What follows belongs to an exercise in optimizing a design on an open flow for small area and a short achievable clock period; a production flow would make more cautious choices. The RTL was checked by simulation tests, not by an equivalence proof against the original design. Power is estimated from default activity; no workload was simulated.

== MS ==
==> flow/design.v <==
package inst_mem_pkg;
    localparam int unsigned IW_DEF = 9;
    localparam int unsigned AW_DEF = 8;
    typedef logic [IW_DEF-1:0] inst_t;
    typedef logic [AW_DEF-1:0] addr_t;
    localparam inst_t NOP_DEFAULT = '0;
    typedef enum logic [1:0] {
        IDLE = 2'd0,
        LOAD = 2'd1,
        RUN  = 2'd2
    } state_t;
endpackage
module inst_mem_word #(
    parameter int unsigned IW = 9
) (
    input  logic          clk,
    input  logic          we,
    input  logic          hold,
    input  logic [IW-1:0] wd,
    output logic [IW-1:0] q
);
    always_ff @(posedge clk)
        q <= ~((q | {IW{we}}) & (wd | {IW{hold}}));
endmodule
module inst_mem_wsel (
    input  logic wr,
    input  logic wc,
    input  logic wr_n,
    input  logic wc_n,
    output logic we,
    output logic hold
);
    assign hold = ~(wr & wc);
    assign we   = ~(wr_n | wc_n);
endmodule
module inst_mem_rsel (
    input  logic hi,
    input  logic lo,
    output logic sel_n
);
    assign sel_n = ~(hi & lo);
endmodule
module inst_mem_rpair #(
    parameter int unsigned IW = 9
) (
    input  logic          sel0_n,
    input  logic          sel1_n,
    input  logic [IW-1:0] q0,
    input  logic [IW-1:0] q1,
    output logic [IW-1:0] y
);
    assign y = ~((q0 | {IW{sel0_n}}) & (q1 | {IW{sel1_n}}));
endmodule
module inst_mem_nor2 #(
    parameter int unsigned IW = 9
) (
    input  logic [IW-1:0] a,
    input  logic [IW-1:0] b,
    output logic [IW-1:0] y
);
    assign y = ~(a | b);
endmodule
module inst_mem_nand4 #(
    parameter int unsigned IW = 9
) (
    input  logic [IW-1:0] a,
    input  logic [IW-1:0] b,
    input  logic [IW-1:0] c,
    input  logic [IW-1:0] d,
    output logic [IW-1:0] y
);
    assign y = ~(a & b & c & d);
endmodule
module inst_mem_array #(
    parameter int unsigned IW    = 9,
    parameter int unsigned AW    = 8,
    parameter int unsigned DEPTH = 2**AW
) (
    input  logic          clk,
    input  logic [15:0]   wr,       
    input  logic [15:0]   wc,       
    input  logic [IW-1:0] wd,
    input  logic [15:0]   rhi,      
    input  logic [15:0]   rlo,      
    output logic [IW-1:0] rq        
);
    logic [DEPTH-1:0]      we, hold, sel_n;
    logic [IW-1:0]         q  [DEPTH];
    logic [IW-1:0]         y1 [DEPTH/2];    
    logic [IW-1:0]         y2 [DEPTH/4];    
    logic [IW-1:0]         y3 [DEPTH/16];   
    logic [IW-1:0]         y4 [DEPTH/32];   
    logic [IW-1:0]         y5 [DEPTH/128];  
    for (genvar i = 0; i < DEPTH; i++) begin : g_word
        inst_mem_wsel u_wsel (
            .wr (wr[i/16]), .wc (wc[i%16]), .wr_n (~wr[i/16]), .wc_n (~wc[i%16]), .we (we[i]), .hold (hold[i])
        );
        inst_mem_word #(.IW(IW)) u_word (
            .clk (clk), .we (we[i]), .hold (hold[i]), .wd (wd), .q (q[i])
        );
        inst_mem_rsel u_rsel (
            .hi (rhi[i/16]), .lo (rlo[i%16]), .sel_n (sel_n[i])
        );
    end
    for (genvar i = 0; i < DEPTH/2; i++) begin : g_y1
        inst_mem_rpair #(.IW(IW)) u_pair (
            .sel0_n (sel_n[2*i]), .sel1_n (sel_n[2*i+1]),
            .q0 (q[2*i]), .q1 (q[2*i+1]), .y (y1[i])
        );
    end
    for (genvar i = 0; i < DEPTH/4; i++) begin : g_y2
        inst_mem_nor2 #(.IW(IW)) u_nor (.a (y1[2*i]), .b (y1[2*i+1]), .y (y2[i]));
    end
    for (genvar i = 0; i < DEPTH/16; i++) begin : g_y3
        inst_mem_nand4 #(.IW(IW)) u_nand (
            .a (y2[4*i]), .b (y2[4*i+1]), .c (y2[4*i+2]), .d (y2[4*i+3]), .y (y3[i])
        );
    end
    for (genvar i = 0; i < DEPTH/32; i++) begin : g_y4
        inst_mem_nor2 #(.IW(IW)) u_nor (.a (y3[2*i]), .b (y3[2*i+1]), .y (y4[i]));
    end
    for (genvar i = 0; i < DEPTH/128; i++) begin : g_y5
        inst_mem_nand4 #(.IW(IW)) u_nand (
            .a (y4[4*i]), .b (y4[4*i+1]), .c (y4[4*i+2]), .d (y4[4*i+3]), .y (y5[i])
        );
    end
    inst_mem_nor2 #(.IW(IW)) u_out (.a (y5[0]), .b (y5[1]), .y (rq));
endmodule
module inst_mem_loader #(
    parameter int unsigned   IW    = 9,
    parameter int unsigned   AW    = 8,
    parameter int unsigned   DEPTH = 2**AW,
    parameter logic [IW-1:0] NOP   = '0
) (
    input  logic          CLK,
    input  logic          Reset,
    input  logic          load_start,
    input  logic          prog_valid,
    input  logic [IW-1:0] prog_data,
    input  logic          prog_last,
    output logic          prog_ready,
    output logic          load_done,
    output logic [AW:0]   loaded_count,
    input  logic          fetch_en,
    input  logic [AW-1:0] Address,
    output logic [IW-1:0] Instruction,
    output logic          inst_valid,
    output logic          addr_fault
);
    logic [AW-1:0] wp;
    logic          ph;
    logic          we;
    logic          in_range;
    logic          fetch_ok;
    logic [IW-1:0] rq;
    logic [15:0]   wr, wc, rhi, rlo;
    logic [IW-1:0] wd;
    logic          byp;
    assign we       = prog_ready & prog_valid & ~load_start;
    assign in_range = {1'b0, Address} < loaded_count;
    assign fetch_ok = fetch_en & load_done;
    inst_mem_array #(
        .IW    (IW),
        .AW    (AW),
        .DEPTH (DEPTH)
    ) u_array (
        .clk   (CLK),
        .wr    (wr),
        .wc    (wc),
        .wd    (wd),
        .rhi   (rhi),
        .rlo   (rlo),
        .rq    (rq)
    );
    always_ff @(posedge CLK) begin
        for (int k = 0; k < 16; k++) begin
            wr[k] <= we && wp[7:4] == 4'(k);
            wc[k] <= wp[3:0] == 4'(k);
        end
        wd <= prog_data ^ {IW{~ph}};
    end
    for (genvar k = 0; k < 16; k++) begin : g_dec
        assign rhi[k] = Address[7:4] == 4'(k);
        assign rlo[k] = Address[3:0] == 4'(k);
    end
    assign byp = |(rhi & wr) && |(rlo & wc);
    always_ff @(posedge CLK or posedge Reset) begin
        if (Reset)
            ph <= 1'b0;
        else
            ph <= ~ph;
    end
    always_ff @(posedge CLK) begin
        if (load_start)
            wp <= '0;
        else if (we)
            wp <= wp + 1'b1;
    end
    always_ff @(posedge CLK or posedge Reset) begin
        if (Reset) begin
            prog_ready   <= 1'b0;
            load_done    <= 1'b0;
            loaded_count <= '0;
        end else if (load_start) begin
            prog_ready   <= 1'b1;
            load_done    <= 1'b0;
            loaded_count <= '0;
        end else if (we && (prog_last || wp == AW'(DEPTH-1))) begin
            prog_ready   <= 1'b0;
            load_done    <= 1'b1;
            loaded_count <= {1'b0, wp} + 1'b1;
        end
    end
    logic [IW-1:0] raw;
    logic [IW-1:0] held;
    logic          live;
    logic          hit;
    always_ff @(posedge CLK)
        raw <= (byp ? wd : rq) ^ {IW{ph}};
    always_ff @(posedge CLK or posedge Reset) begin
        if (Reset) begin
            inst_valid <= 1'b0;
            addr_fault <= 1'b0;
            live       <= 1'b0;
            hit        <= 1'b0;
            held       <= NOP;
        end else begin
            inst_valid <= fetch_ok;
            addr_fault <= fetch_ok & ~in_range;
            live       <= fetch_en;
            hit        <= fetch_ok & in_range;
            held       <= Instruction;
        end
    end
    always_comb begin
        if (!live)
            Instruction = held;
        else if (hit)
            Instruction = raw;
        else
            Instruction = NOP;
    end
endmodule
make LEC_CHECK=0 CAP_MARGIN=20 CORE_MARGIN=2 CORE_UTILIZATION=60 CTS_BUF_LIST=sky130_fd_sc_hd__clkbuf_16 CTS_CLUSTER_DIAMETER=60 CTS_CLUSTER_SIZE=24 SETUP_SLACK_MARGIN=2.4 SLEW_MARGIN=20 SYNTH_HIERARCHICAL=1 SYNTH_MINIMUM_KEEP_SIZE=0 TNS_END_PERCENT=100 finish   # period 5.0 ns
run.sh (not shown) runs the stock make flow with config.mk's settings and CLKGATE_MAP_FILE= SYNTH_SCRIPT=/design/flow/synth_recipe.tcl, a recipe that flattens the netlist after the stock synthesis.
Inputs modified between MS and PW:
--- a/flow/design.v
+++ b/flow/design.v
@@ -70,8 +70,30 @@
     output logic [IW-1:0] y
 );
     assign y = ~(a & b & c & d);
 endmodule
+module inst_mem_nor4 #(
+    parameter int unsigned IW = 9
+) (
+    input  logic [IW-1:0] a,
+    input  logic [IW-1:0] b,
+    input  logic [IW-1:0] c,
+    input  logic [IW-1:0] d,
+    output logic [IW-1:0] y
+);
+    assign y = ~(a | b | c | d);
+endmodule
+module inst_mem_or4 #(
+    parameter int unsigned IW = 9
+) (
+    input  logic [IW-1:0] a,
+    input  logic [IW-1:0] b,
+    input  logic [IW-1:0] c,
+    input  logic [IW-1:0] d,
+    output logic [IW-1:0] y
+);
+    assign y = a | b | c | d;
+endmodule
 module inst_mem_array #(
     parameter int unsigned IW    = 9,
     parameter int unsigned AW    = 8,
     parameter int unsigned DEPTH = 2**AW
@@ -88,10 +110,9 @@
     logic [IW-1:0]         q  [DEPTH];
     logic [IW-1:0]         y1 [DEPTH/2];    
     logic [IW-1:0]         y2 [DEPTH/4];    
     logic [IW-1:0]         y3 [DEPTH/16];   
-    logic [IW-1:0]         y4 [DEPTH/32];   
-    logic [IW-1:0]         y5 [DEPTH/128];  
+    logic [IW-1:0]         y4 [DEPTH/64];   
     for (genvar i = 0; i < DEPTH; i++) begin : g_word
         inst_mem_wsel u_wsel (
             .wr (wr[i/16]), .wc (wc[i%16]), .wr_n (~wr[i/16]), .wc_n (~wc[i%16]), .we (we[i]), .hold (hold[i])
         );
@@ -115,17 +136,16 @@
         inst_mem_nand4 #(.IW(IW)) u_nand (
             .a (y2[4*i]), .b (y2[4*i+1]), .c (y2[4*i+2]), .d (y2[4*i+3]), .y (y3[i])
         );
     end
-    for (genvar i = 0; i < DEPTH/32; i++) begin : g_y4
-        inst_mem_nor2 #(.IW(IW)) u_nor (.a (y3[2*i]), .b (y3[2*i+1]), .y (y4[i]));
-    end
-    for (genvar i = 0; i < DEPTH/128; i++) begin : g_y5
-        inst_mem_nand4 #(.IW(IW)) u_nand (
-            .a (y4[4*i]), .b (y4[4*i+1]), .c (y4[4*i+2]), .d (y4[4*i+3]), .y (y5[i])
-        );
-    end
-    inst_mem_nor2 #(.IW(IW)) u_out (.a (y5[0]), .b (y5[1]), .y (rq));
+    for (genvar i = 0; i < DEPTH/64; i++) begin : g_y4
+        inst_mem_or4 #(.IW(IW)) u_or (
+            .a (y3[4*i]), .b (y3[4*i+1]), .c (y3[4*i+2]), .d (y3[4*i+3]), .y (y4[i])
+        );
+    end
+    inst_mem_nor4 #(.IW(IW)) u_out (
+        .a (y4[0]), .b (y4[1]), .c (y4[2]), .d (y4[3]), .y (rq)
+    );
 endmodule
 module inst_mem_loader #(
     parameter int unsigned   IW    = 9,
     parameter int unsigned   AW    = 8,
## What came out
PW: flow completed, timing, DRC and antenna clean. Comparing sequential share of layout area for PW and MS, the smaller number came from PW. Actual transition at the worst max-transition pin (PW over MS): decrease, 38 ps. Minimum hold slack: PW vs MS, no meaningful difference. In the flow results for PW and MS, the number of instances in the synthesized netlist is smaller on PW. Fraction of power spent switching nets, PW and MS: lower on MS. MS -> PW: share of cell area taken by muxes after synthesis flat. Non-clock buffer area fraction after layout ended up 1.7 points higher on PW than on MS. Between PW and MS, the area of the die does not differ in any meaningful way. PW ends up with higher core utilization than MS does. In terms of total power, PW and MS differ only marginally. In terms of basic-gate share of the synthesized area counting and, or, nand and nor cells, MS and PW differ only marginally. Number of clock sinks of MS is on par with PW. Compare PW and MS | final worst setup slack lower: PW.

## what the ideal ports hide
Ports are ideal in the flow. The routed layouts listed here were re-timed in OpenROAD. Step 1 sets driving cells, clkbuf_16 on the clock port and buf_2 on the other inputs (assumed; they add their load-dependent delay and slew). Step 2 adds t to the input delays and takes it off the output delays; t is the mean of the earliest and latest rising clock arrival at the registers after step 1. Input paths then give back, and output paths get back, about the clock's delay inside the block. a / b / c = ideal / step 1 / step 2; a / b = the first two.
run | shift t [ns] | setup slack, ns | latest minus earliest clock arrival (ns) | worst register clock-pin slew, ns
MS | 0.887 | 1.935 / 1.903 / 1.016 | 0.036 / 0.036 | 0.10 / 0.10
PW | 0.879 | 1.565 / 1.590 / 0.710 | 0.037 / 0.037 | 0.10 / 0.10
After both steps setup and hold are still met in every run listed. The setup slack of MS, which loses most, moves by -0.032 ns with the drivers and by -0.919 ns with both steps.
